Background: an optimization exercise with open tools, aiming at a short achievable clock period and few clock cycles per item. Do not read the settings as production practice. In this exercise RTL edits were held to simulation tests only and were not proved equivalent to the original. Power figures rest on the tool's default switching activity, not on a simulated workload.

==> design/flow/design.v <==
`timescale 1ns/1ps
package cpu_isa_pkg;
    typedef logic [16-1:0]          data_t;
    typedef logic [$clog2(16)-1:0]  reg_id_t;
    typedef logic [8-1:0]          imm_t;
    typedef logic [8-1:0]           pc_t;
    typedef logic [8-1:0]           inst_id_t;
    typedef logic [3-1:0]           op_t;
    localparam op_t OP_ST      = 3'd0;
    localparam op_t OP_CMP_GT  = 3'd1;
    localparam op_t OP_ADD_IMM = 3'd2;
    localparam op_t OP_ADD     = 3'd3;
    localparam op_t OP_SHL     = 3'd4;
    localparam op_t OP_SHR     = 3'd5;
    localparam op_t OP_MUL     = 3'd6;
endpackage
`timescale 1ns/1ps
package cpu_uarch_pkg;
    typedef logic [16-1:0] reg_mask_t;
    typedef enum logic {
        FETCH_RUN,
        FETCH_DONE
    } fetch_state_t;
endpackage
`timescale 1ns/1ps
module reg_file (
    input  logic                  clk,
    input  logic                  rst_n,
    input  cpu_isa_pkg::reg_id_t  rd_addr0,
    input  cpu_isa_pkg::reg_id_t  rd_addr1,
    output cpu_isa_pkg::data_t    rd_data0,
    output cpu_isa_pkg::data_t    rd_data1,
    input  logic                  alu_wb_vld,
    input  cpu_isa_pkg::reg_id_t  alu_wb_reg,
    input  cpu_isa_pkg::data_t    alu_wb_data,
    input  logic                  mul_wb_vld,
    input  cpu_isa_pkg::reg_id_t  mul_wb_reg,
    input  cpu_isa_pkg::data_t    mul_wb_data
);
    cpu_isa_pkg::data_t regs [0:16-1];
    assign rd_data0 = regs[rd_addr0];
    assign rd_data1 = regs[rd_addr1];
    always_ff @(posedge clk or negedge rst_n) begin
        if (!rst_n) begin
            for (int i = 0; i < 16; i++) begin
                regs[i] <= '0;
            end
        end else begin
            if (alu_wb_vld) begin
                regs[alu_wb_reg] <= alu_wb_data;
            end
            if (mul_wb_vld) begin
                regs[mul_wb_reg] <= mul_wb_data;
            end
        end
    end
endmodule
`timescale 1ns/1ps
module int_unit (
    input  logic                   clk,
    input  logic                   rst_n,
    input  logic                   iss_int_vld,
    input  logic                   iss_mul_vld,
    input  cpu_isa_pkg::op_t       iss_op,
    input  cpu_isa_pkg::inst_id_t  iss_id,
    input  cpu_isa_pkg::reg_id_t   iss_dst,
    input  cpu_isa_pkg::imm_t      iss_imm,
    input  cpu_isa_pkg::data_t     iss_a,
    input  cpu_isa_pkg::data_t     iss_b,
    output logic                   alu_wb_vld,
    output cpu_isa_pkg::reg_id_t   alu_wb_reg,
    output cpu_isa_pkg::data_t     alu_wb_data,
    output logic                   write_mem_vld,
    output cpu_isa_pkg::inst_id_t  write_mem_id,
    output cpu_isa_pkg::data_t     write_mem_addr,
    output cpu_isa_pkg::data_t     write_mem_data
);
    localparam int SHAMT_BIT = $clog2(16);
    logic [SHAMT_BIT-1:0] shamt;
    cpu_isa_pkg::data_t                result;
    assign shamt = iss_b[SHAMT_BIT-1:0];
    always_comb begin
        case (iss_op)
            cpu_isa_pkg::OP_CMP_GT:  result = (iss_a > iss_b) ? cpu_isa_pkg::data_t'(1) : '0;
            cpu_isa_pkg::OP_ADD_IMM: result = iss_a + cpu_isa_pkg::data_t'(iss_imm);
            cpu_isa_pkg::OP_ADD:     result = iss_a + iss_b;
            cpu_isa_pkg::OP_SHL:     result = iss_a << shamt;
            cpu_isa_pkg::OP_SHR:     result = iss_a >> shamt;
            default:    result = '0;
        endcase
    end
    always_ff @(posedge clk or negedge rst_n) begin
        if (!rst_n) begin
            alu_wb_vld    <= 1'b0;
            write_mem_vld <= 1'b0;
        end else begin
            alu_wb_vld    <= iss_int_vld && (iss_op != cpu_isa_pkg::OP_ST);
            write_mem_vld <= iss_int_vld && (iss_op == cpu_isa_pkg::OP_ST);
        end
    end
    always_ff @(posedge clk) begin
        if (iss_int_vld) begin
            alu_wb_reg     <= iss_dst;
            alu_wb_data    <= result;
            write_mem_id   <= iss_id;
            write_mem_addr <= iss_a;
            write_mem_data <= iss_b;
        end
    end
endmodule
`timescale 1ns/1ps
module mul_unit (
    input  logic                  clk,
    input  logic                  rst_n,
    input  logic                   iss_int_vld,
    input  logic                   iss_mul_vld,
    input  cpu_isa_pkg::op_t       iss_op,
    input  cpu_isa_pkg::inst_id_t  iss_id,
    input  cpu_isa_pkg::reg_id_t   iss_dst,
    input  cpu_isa_pkg::imm_t      iss_imm,
    input  cpu_isa_pkg::data_t     iss_a,
    input  cpu_isa_pkg::data_t     iss_b,
    output logic                  mul_wb_vld,
    output cpu_isa_pkg::reg_id_t  mul_wb_reg,
    output cpu_isa_pkg::data_t    mul_wb_data
);
    localparam int STAGES = 2;
    logic              s1_vld;
    cpu_isa_pkg::reg_id_t           s1_dst;
    cpu_isa_pkg::data_t             s1_a;
    cpu_isa_pkg::data_t             s1_b;
    cpu_isa_pkg::data_t             product;
    logic [STAGES-2:0] vld_q;
    cpu_isa_pkg::reg_id_t           dst_q  [0:STAGES-2];
    cpu_isa_pkg::data_t             prod_q [0:STAGES-2];
    assign product = s1_a * s1_b;
    always_ff @(posedge clk or negedge rst_n) begin
        if (!rst_n) begin
            s1_vld <= 1'b0;
            vld_q  <= '0;
        end else begin
            s1_vld   <= iss_mul_vld;
            vld_q[0] <= s1_vld;
            for (int i = 1; i < STAGES - 1; i++) begin
                vld_q[i] <= vld_q[i-1];
            end
        end
    end
    always_ff @(posedge clk) begin
        if (iss_mul_vld) begin
            s1_dst <= iss_dst;
            s1_a   <= iss_a;
            s1_b   <= iss_b;
        end
        dst_q[0]  <= s1_dst;
        prod_q[0] <= product;
        for (int i = 1; i < STAGES - 1; i++) begin
            dst_q[i]  <= dst_q[i-1];
            prod_q[i] <= prod_q[i-1];
        end
    end
    assign mul_wb_vld  = vld_q[STAGES-2];
    assign mul_wb_reg  = dst_q[STAGES-2];
    assign mul_wb_data = prod_q[STAGES-2];
endmodule
`timescale 1ns/1ps
module issue_ctrl (
    input  logic                   clk,
    input  logic                   rst_n,
    input  logic                   inst_vld,
    input  logic                   inst_last,
    input  cpu_isa_pkg::op_t       inst_op,
    input  cpu_isa_pkg::inst_id_t  inst_id,
    input  cpu_isa_pkg::reg_id_t   inst_dst_reg,
    input  cpu_isa_pkg::reg_id_t   inst_src_reg0,
    input  cpu_isa_pkg::reg_id_t   inst_src_reg1,
    input  cpu_isa_pkg::imm_t      inst_imm,
    output logic                   inst_rdy,
    output logic                   fetch_vld,
    output cpu_isa_pkg::pc_t       fetch_pc,
    output cpu_isa_pkg::inst_id_t  fetch_id,
    output cpu_isa_pkg::reg_id_t   rd_addr0,
    output cpu_isa_pkg::reg_id_t   rd_addr1,
    input  cpu_isa_pkg::data_t     rd_data0,
    input  cpu_isa_pkg::data_t     rd_data1,
    input  logic                   alu_wb_vld,
    input  cpu_isa_pkg::reg_id_t   alu_wb_reg,
    input  logic                   mul_wb_vld,
    input  cpu_isa_pkg::reg_id_t   mul_wb_reg,
    output logic                   exec_finish,
    output logic                   iss_int_vld,
    output logic                   iss_mul_vld,
    output cpu_isa_pkg::op_t       iss_op,
    output cpu_isa_pkg::inst_id_t  iss_id,
    output cpu_isa_pkg::reg_id_t   iss_dst,
    output cpu_isa_pkg::imm_t      iss_imm,
    output cpu_isa_pkg::data_t     iss_a,
    output cpu_isa_pkg::data_t     iss_b
);
    cpu_uarch_pkg::fetch_state_t state;
    cpu_isa_pkg::pc_t          pc_q;
    cpu_isa_pkg::inst_id_t     id_q;
    cpu_uarch_pkg::reg_mask_t    pending;
    cpu_uarch_pkg::reg_mask_t    set_mask;
    cpu_uarch_pkg::reg_mask_t    clr_mask;
    logic         is_store;
    logic         hazard;
    logic         accept;
    assign is_store = (inst_op == cpu_isa_pkg::OP_ST);
    assign hazard   = pending[inst_src_reg0] || pending[inst_src_reg1] ||
                      (!is_store && pending[inst_dst_reg]);
    assign inst_rdy = inst_vld && !hazard;
    assign accept   = inst_vld && inst_rdy;
    assign fetch_vld = (state == cpu_uarch_pkg::FETCH_RUN) && (!inst_vld || (accept && !inst_last));
    assign fetch_pc  = pc_q;
    assign fetch_id  = id_q;
    assign rd_addr0 = inst_src_reg0;
    assign rd_addr1 = inst_src_reg1;
    assign iss_int_vld = accept && (inst_op != cpu_isa_pkg::OP_MUL);
    assign iss_mul_vld = accept && (inst_op == cpu_isa_pkg::OP_MUL);
    assign iss_op  = inst_op;
    assign iss_id  = inst_id;
    assign iss_dst = inst_dst_reg;
    assign iss_imm = inst_imm;
    assign iss_a   = rd_data0;
    assign iss_b   = rd_data1;
    always_comb begin
        set_mask = '0;
        clr_mask = '0;
        if (accept && !is_store) begin
            set_mask[inst_dst_reg] = 1'b1;
        end
        if (alu_wb_vld) begin
            clr_mask[alu_wb_reg] = 1'b1;
        end
        if (mul_wb_vld) begin
            clr_mask[mul_wb_reg] = 1'b1;
        end
    end
    always_ff @(posedge clk or negedge rst_n) begin
        if (!rst_n) begin
            pc_q <= '0;
            id_q <= '0;
        end else if (fetch_vld) begin
            pc_q <= pc_q + 1'b1;
            id_q <= id_q + 1'b1;
        end
    end
    always_ff @(posedge clk or negedge rst_n) begin
        if (!rst_n) begin
            state       <= cpu_uarch_pkg::FETCH_RUN;
            pending     <= '0;
            exec_finish <= 1'b0;
        end else begin
            if (state == cpu_uarch_pkg::FETCH_RUN && accept && inst_last) begin
                state <= cpu_uarch_pkg::FETCH_DONE;
            end
            pending <= (pending & ~clr_mask) | set_mask;
            if (state == cpu_uarch_pkg::FETCH_DONE && pending == '0) begin
                exec_finish <= 1'b1;
            end
        end
    end
endmodule
`timescale 1ns/1ps
module cpu_top (
    input  logic                   clk,
    input  logic                   rst_n,
    input  logic                   inst_vld,
    input  logic                   inst_last,
    input  cpu_isa_pkg::op_t       inst_op,
    input  cpu_isa_pkg::inst_id_t  inst_id,
    input  cpu_isa_pkg::reg_id_t   inst_dst_reg,
    input  cpu_isa_pkg::reg_id_t   inst_src_reg0,
    input  cpu_isa_pkg::reg_id_t   inst_src_reg1,
    input  cpu_isa_pkg::imm_t      inst_imm,
    output logic                   fetch_vld,
    output cpu_isa_pkg::pc_t       fetch_pc,
    output cpu_isa_pkg::inst_id_t  fetch_id,
    output logic                   inst_rdy,
    output logic                   write_mem_vld,
    output cpu_isa_pkg::inst_id_t  write_mem_id,
    output cpu_isa_pkg::data_t     write_mem_addr,
    output cpu_isa_pkg::data_t     write_mem_data,
    output logic                   exec_finish
);
    cpu_isa_pkg::reg_id_t rd_addr0;
    cpu_isa_pkg::reg_id_t rd_addr1;
    cpu_isa_pkg::data_t   rd_data0;
    cpu_isa_pkg::data_t   rd_data1;
    logic    alu_wb_vld;
    cpu_isa_pkg::reg_id_t alu_wb_reg;
    cpu_isa_pkg::data_t   alu_wb_data;
    logic    mul_wb_vld;
    cpu_isa_pkg::reg_id_t mul_wb_reg;
    cpu_isa_pkg::data_t   mul_wb_data;
    logic                   iss_int_vld;
    logic                   iss_mul_vld;
    cpu_isa_pkg::op_t                    iss_op;
    cpu_isa_pkg::inst_id_t               iss_id;
    cpu_isa_pkg::reg_id_t                iss_dst;
    cpu_isa_pkg::imm_t                   iss_imm;
    cpu_isa_pkg::data_t                  iss_a;
    cpu_isa_pkg::data_t                  iss_b;
    issue_ctrl u_issue_ctrl (
        .clk           (clk),
        .rst_n         (rst_n),
        .inst_vld      (inst_vld),
        .inst_last     (inst_last),
        .inst_op       (inst_op),
        .inst_id       (inst_id),
        .inst_dst_reg  (inst_dst_reg),
        .inst_src_reg0 (inst_src_reg0),
        .inst_src_reg1 (inst_src_reg1),
        .inst_imm      (inst_imm),
        .inst_rdy      (inst_rdy),
        .fetch_vld     (fetch_vld),
        .fetch_pc      (fetch_pc),
        .fetch_id      (fetch_id),
        .rd_addr0      (rd_addr0),
        .rd_addr1      (rd_addr1),
        .rd_data0      (rd_data0),
        .rd_data1      (rd_data1),
        .alu_wb_vld    (alu_wb_vld),
        .alu_wb_reg    (alu_wb_reg),
        .mul_wb_vld    (mul_wb_vld),
        .mul_wb_reg    (mul_wb_reg),
        .exec_finish   (exec_finish),
        .iss_int_vld   (iss_int_vld),
        .iss_mul_vld   (iss_mul_vld),
        .iss_op        (iss_op),
        .iss_id        (iss_id),
        .iss_dst       (iss_dst),
        .iss_imm       (iss_imm),
        .iss_a         (iss_a),
        .iss_b         (iss_b)
    );
    reg_file u_reg_file (
        .clk         (clk),
        .rst_n       (rst_n),
        .rd_addr0    (rd_addr0),
        .rd_addr1    (rd_addr1),
        .rd_data0    (rd_data0),
        .rd_data1    (rd_data1),
        .alu_wb_vld  (alu_wb_vld),
        .alu_wb_reg  (alu_wb_reg),
        .alu_wb_data (alu_wb_data),
        .mul_wb_vld  (mul_wb_vld),
        .mul_wb_reg  (mul_wb_reg),
        .mul_wb_data (mul_wb_data)
    );
    int_unit u_int_unit (
        .clk            (clk),
        .rst_n          (rst_n),
        .iss_int_vld   (iss_int_vld),
        .iss_mul_vld   (iss_mul_vld),
        .iss_op        (iss_op),
        .iss_id        (iss_id),
        .iss_dst       (iss_dst),
        .iss_imm       (iss_imm),
        .iss_a         (iss_a),
        .iss_b         (iss_b),
        .alu_wb_vld     (alu_wb_vld),
        .alu_wb_reg     (alu_wb_reg),
        .alu_wb_data    (alu_wb_data),
        .write_mem_vld  (write_mem_vld),
        .write_mem_id   (write_mem_id),
        .write_mem_addr (write_mem_addr),
        .write_mem_data (write_mem_data)
    );
    mul_unit u_mul_unit (
        .clk         (clk),
        .rst_n       (rst_n),
        .iss_int_vld   (iss_int_vld),
        .iss_mul_vld   (iss_mul_vld),
        .iss_op        (iss_op),
        .iss_id        (iss_id),
        .iss_dst       (iss_dst),
        .iss_imm       (iss_imm),
        .iss_a         (iss_a),
        .iss_b         (iss_b),
        .mul_wb_vld  (mul_wb_vld),
        .mul_wb_reg  (mul_wb_reg),
        .mul_wb_data (mul_wb_data)
    );
endmodule
==> design/flow/run.sh <==
#!/bin/bash
# synth_recipe.tcl (not shown) runs the flow's synth.tcl, then flattens the netlist and writes it again
# the make line also repeats each setting of config.mk as NAME=value (left out here)
make -C /OpenROAD-flow-scripts/flow DESIGN_CONFIG=/design/flow/config.mk WORK_HOME=/design/flow/orfs CLKGATE_MAP_FILE= SYNTH_SCRIPT=/design/flow/synth_recipe.tcl finish
==> design/flow/config.mk <==
export PLATFORM = sky130hd
export DESIGN_NAME = cpu_top
export DESIGN_NICKNAME = cpu_top
export VERILOG_FILES = /design/flow/design.v
export SDC_FILE = /design/flow/constraint.sdc
export NUM_CORES = 4
export LEC_CHECK = 0
export CAP_MARGIN = 20
export CORE_MARGIN = 2
export CORE_UTILIZATION = 40
export SLEW_MARGIN = 20
==> design/flow/constraint.sdc <==
create_clock -name core_clock -period 6.0 [get_ports {clk}]
set_input_delay 1.2000 -clock core_clock [delete_from_list [all_inputs] [get_ports {clk}]]
set_output_delay 1.2000 -clock core_clock [all_outputs]
set_load 0.01 [all_outputs]
==> impl_metrics.prom <==
# TYPE chip_impl_metric gauge
chip_impl_metric{name="post_route_cells_drive_above_1_share",unit=""} 0.110
chip_impl_metric{name="syn2layout_area_growth",unit="%"} 14.5
chip_impl_metric{name="clkTransAtPathRegs",unit="ps"} 60
chip_impl_metric{name="share_of_the_synthesized_area_in_compound_gates_ao_oa_aoi_oai",unit=""} 0.164
chip_impl_metric{name="power_per_cell_area",unit="nW/um^2"} 407
chip_impl_metric{name="detail_route.first_pass.iterations",unit=""} 6
chip_impl_metric{name="hold_viol",unit=""} 0
chip_impl_info{name="worstPathCellList",value="clkdlybuf4s50_1 -> mux4_1 -> mux4_2 -> a2111oi_4 -> nand2b_2 -> a21o_4 -> inv_6 -> clkdlybuf4s50_1"} 1
chip_impl_metric{name="cts_htree_levels",unit=""} 2
chip_impl_metric{name="fp.dieH",unit="um"} 271
chip_impl_metric{name="synth.avg_cell_area",unit="um^2"} 9.50
chip_impl_metric{name="cts-buffers-inserted",unit=""} 48
chip_impl_metric{name="largest_register_ff_count",unit=""} 256
chip_impl_metric{name="share_clk_of_total_power",unit=""} 0.242
chip_impl_metric{name="slew-limit-headroom",unit=""} 0.309
chip_impl_metric{name="synth.cell_area",unit="um^2"} 28500
chip_impl_metric{name="layout_setup_ws",unit="ps"} 275
chip_impl_metric{name="timing.final.max_slew_violations",unit=""} 0
chip_impl_info{name="hold_path_class",value="flip-flop to flip-flop"} 1
chip_impl_info{name="worst-setup-path-type",value="input port to primary output"} 1
chip_impl_metric{name="worst-slew-pin-transition",unit="ps"} 1040
chip_impl_metric{name="power.leakage",unit="uW"} 0.0149
chip_impl_metric{name="pin_count_of_the_biggest_net_entering_global_routing",unit=""} 145
chip_impl_metric{name="critical_path.n_buffers_inverters",unit=""} 3
chip_impl_metric{name="synth-async-reset-ratio",unit=""} 0.717
chip_impl_metric{name="place_worst_setup_slack",unit="ps"} 51.0
chip_impl_info{name="path_common_cell",value="clkdlybuf4s50_1"} 1
chip_impl_metric{name="synthesis.nets",unit=""} 3218
chip_impl_metric{name="dr.first_iter.drc_count",unit=""} 3151
chip_impl_metric{name="post_synth_xor_area_fraction",unit=""} 0.0221
chip_impl_metric{name="globalRouteOverflowTotal",unit=""} 0
chip_impl_metric{name="routed_wl",unit="um"} 116000
chip_impl_metric{name="synth_cell_type_count",unit=""} 89
chip_impl_metric{name="numnets_final",unit=""} 3265
chip_impl_metric{name="yosys_warnings",unit=""} 7
chip_impl_metric{name="vdd_ir_drop_max",unit="mV"} 0.237
chip_impl_metric{name="synth-seq-cells",unit=""} 410
chip_impl_metric{name="power.share.switching",unit=""} 0.404
chip_impl_metric{name="maxCapViolations",unit=""} 0
chip_impl_metric{name="worst_skew_pair.late_latency",unit="ps"} 620
chip_impl_metric{name="critical_path.max_fanout",unit=""} 11
chip_impl_metric{name="core-area",unit="um^2"} 70400
chip_impl_metric{name="final-setup-viol-count",unit=""} 0
chip_impl_info{name="cpLargestDelayFamily",value="buffers and inverters"} 1
chip_impl_metric{name="placementRows",unit=""} 97
chip_impl_metric{name="die_w",unit="um"} 271
chip_impl_metric{name="p_switching",unit="uW"} 5360
chip_impl_metric{name="grt_first_pass_wirelength",unit="um"} 170000
chip_impl_metric{name="post_cts_hold_buffer_count",unit=""} 0
chip_impl_metric{name="pwr-share-comb",unit=""} 0.357
chip_impl_info{name="crit_slowest_cell",value="clkdlybuf4s50_1"} 1
chip_impl_metric{name="timing.fmax",unit="MHz"} 175
chip_impl_metric{name="synth_seq_area_share",unit=""} 0.373
chip_impl_metric{name="timing.final.crit_period",unit="ps"} 5730
chip_impl_metric{name="synth_enable_flop_cells",unit=""} 96
chip_impl_metric{name="drc",unit=""} 0
chip_impl_metric{name="pin_count",unit=""} 95
chip_impl_metric{name="grt_antenna_before_repair",unit=""} 1
chip_impl_metric{name="synthSimpleGateAreaFrac",unit=""} 0.144
chip_impl_metric{name="power.sequential.fraction",unit=""} 0.401
chip_impl_metric{name="antenna_cells_inserted",unit=""} 0
chip_impl_metric{name="dpl.cell_count",unit=""} 3939
chip_impl_metric{name="fin_tns_setup",unit="ps"} 0
chip_impl_metric{name="detailroute.via_count",unit=""} 25369
chip_impl_metric{name="final_hpwl_from_detailed_placement",unit="um"} 80200
chip_impl_metric{name="initial_core_util",unit=""} 0.405
chip_impl_metric{name="synth_mux_area_frac",unit=""} 0.142
chip_impl_info{name="largest_family_of_logic_cells_by_synthesized_area",value="compound AO/OA/AOI/OAI gates"} 1
chip_impl_metric{name="detail-route-antenna-nets",unit=""} 0
chip_impl_metric{name="finClkSkew",unit="ps"} 37.7
chip_impl_metric{name="gp_congestion",unit=""} 1.02
chip_impl_info{name="rsz0062_at_grt",value="no"} 1
chip_impl_metric{name="internal_power",unit="uW"} 7930
chip_impl_info{name="cts_tree",value="done"} 1
chip_impl_metric{name="track_usage",unit=""} 0.311
chip_impl_metric{name="post_synth_fa_ha_maj_area_fraction",unit=""} 0.0993
chip_impl_metric{name="number_of_instances_in_the_synthesized_netlist",unit=""} 3005
chip_impl_metric{name="timing.final.crit_share",unit=""} 0.954
chip_impl_metric{name="first_global_vias",unit=""} 24861
chip_impl_info{name="worstSetupEndpointType",value="primary output"} 1
chip_impl_info{name="cts_root_buffer",value="clkbuf_16"} 1
chip_impl_info{name="startpoint_type",value="input port"} 1
chip_impl_metric{name="final_core_utilization",unit=""} 0.464
chip_impl_info{name="dominantRegCellSynth",value="dfrtp_1"} 1
chip_impl_info{name="run_status",value="no timing/DRC/antenna violations"} 1
chip_impl_metric{name="clockBufferDepth",unit=""} 3
chip_impl_metric{name="die-area",unit="um^2"} 73500
chip_impl_metric{name="detail_route.wl_per_cell",unit="um"} 28.7
chip_impl_metric{name="setup.reg_to_reg.worst_slack",unit="ps"} 390
chip_impl_info{name="largest_register",value="u_reg_file.regs"} 1
chip_impl_metric{name="layout.cells.non_filler",unit=""} 4032
chip_impl_metric{name="port_buffers",unit=""} 94
chip_impl_metric{name="routed_via_density",unit=""} 6.29
chip_impl_metric{name="critical_path_arrival",unit="ps"} 4530
chip_impl_metric{name="cpPeakStageDelay",unit="ps"} 760
chip_impl_metric{name="clock_sink_count",unit=""} 410
chip_impl_metric{name="timing.critical_path.required",unit="ps"} 4800
per-stage QoR:
stage	power, uW	hold slack, ps	area [um^2]
6_report	13300	328	32700
5_1_grt	14000	348	32700
3_3_place_gp	9860	326	30900
2_1_floorplan	7840	323	28500
3_5_place_dp	9950	332	30900
4_1_cts	13200	320	32600
Yosys cell counts (all sizes together) (18+ instances only):
library cell / instances / area (um^2)
nand3: 65 / 325
nand2: 239 / 897
buf: 69 / 344
dfrtp: 294 / 7360
inv: 154 / 583
mux4: 18 / 420
dfxtp: 20 / 400
a22o: 35 / 307
nor2: 279 / 1050
xnor2: 59 / 517
nor3: 24 / 125
nor2b: 32 / 200
ha: 97 / 1210
clkbuf: 175 / 657
nand4: 26 / 169
a21oi: 251 / 1260
o21ai: 106 / 531
a31oi: 21 / 131
mux2: 32 / 360
a22oi: 95 / 713
mux2i: 326 / 3260
fa: 81 / 1620
edfxtp: 96 / 2880
nand2b: 19 / 121
a32oi: 21 / 184
a221oi: 24 / 210
and2: 88 / 554
worst reg2reg max path, stage by stage, from the launching register on:
cell and delay, ps:
edfxtp_1 630, and2_1 300, fa_1 530, inv_1 50, fa_1 400, fa_1 520, fa_1 560, inv_1 50
fa_1 470, inv_1 50, fa_1 480, inv_1 50, ha_1 330, and2_1 190, o21ai_0 140, nand2_1 110
o41ai_2 460, xnor2_1 150
routing by layer:
layer  vias up  wire [um]  GRT usage
met1     12523      46500      0.419
met5         -          0          0
met3       391      12000     0.0697
met2      1612      50700      0.474
li1      10843          -          -
met4         0       6670      0.149
repair_timing:
item | in CTS | in global routing
setup buffers | 0 | 3
pin swaps | 0 | 0
gates cloned | 0 | 0
resized for setup | 1 | 0
endpoints found under the setup margin | 1 | 1
final timing paths:
path,endpoint,start,depth (start not counted)
max reg2reg,u_mul_unit.prod_q[0][15],u_mul_unit.s1_a[6],17
max,fetch_vld,inst_dst_reg[0],8
min,u_mul_unit.dst_q[0][1],u_mul_unit.s1_dst[1],0
min reg2reg,u_mul_unit.dst_q[0][1],u_mul_unit.s1_dst[1],0
min in group asynchronous,u_reg_file.regs[1][14],rst_n,1
max in group asynchronous,u_issue_ctrl.id_q[3],rst_n,2
power by group through the flow:
stage | logic (uW) | clock network [uW] | registers [uW]
6_report | 4740 | 3220 | 5330
3_5_place_dp | 4660 | 0 | 5290
5_1_grt | 5190 | 3370 | 5400
3_3_place_gp | 4570 | 0 | 5290
2_1_floorplan | 3330 | 0 | 4510
4_1_cts | 4700 | 3250 | 5260
logic make-up (layout without fill, tap and decap cells):
logic type / after synthesis / after routing
flip-flops: 410 / 410
AO/OA/AOI/OAI: 708 / 708
buffers and inverters: 402 / 489
adder cells (fa/ha/maj): 178 / 178
XOR/XNOR: 72 / 72
AND/OR/NAND/NOR: 859 / 859
multiplexers: 376 / 376
cell type report:
cell class | count | area (um^2)
inverter | 158 | 598
tap | 940 | 1180
timing repair buffer | 241 | 2100
fill | 6737 | 37700
multi-input combinational | 2193 | 16500
clock buffer | 61 | 1350
clock inverter | 29 | 373
sequential | 410 | 10600
layout by cell type, fill, tap and decap left out, drive strengths merged, types with 10 or more instances in the layout:
cell type      synthesis  layout
buf                   69     156
nor2                 279     279
nand2b                19      19
o21ai                106     106
o32ai                 10      10
and3                  16      16
mux4                  18      18
nor3                  24      24
xor2                  13      13
nand2                239     239
inv                  154     154
a221oi                24      24
clkbuf               175      61
edfxtp                96      96
clkinv                 4      21
o221ai                10      10
a22oi                 95      95
fa                    81      81
mux2                  32      32
nand4                 26      26
nand3                 65      65
a31oi                 21      21
clkdlybuf4s50          0      85
ha                    97      97
nor3b                 10      10
a32oi                 21      21
a22o                  35      35
xnor2                 59      59
a21o                  11      11
o22ai                 10      10
a21oi                251     251
and2                  88      88
dfrtp                294     294
o22a                  15      15
nand3b                16      16
nor2b                 32      32
mux2i                326     326
dfxtp                 20      20
Testbench counts, summed over its fixed seeds: cycles 30,707, insts 22,445.

==> separate check: timing with driven ports <==
The flow's constraints put no driver on any port. The routed layout listed below was extracted and timed again, unchanged, in two steps.
Step 1 assumes that a clkbuf_16 drives the clock port and a buf_2 every other input.
Step 2 also shifts input and output timing later by t, the mid clock arrival at the registers, as if the neighbouring blocks saw the same clock.
Slacks: ideal ports / drivers / drivers and shift; pairs: ideal ports / drivers.
shift t [ns]: 0.661
setup slack, ns: 0.275 / 0.252 / 0.159
worst setup path after step 2: input to register
latest minus earliest clock arrival (ns): 0.038 / 0.038
After both steps this run still meets setup and hold. The setup slack of this run moves by -0.023 ns with the drivers and by -0.116 ns with both steps.
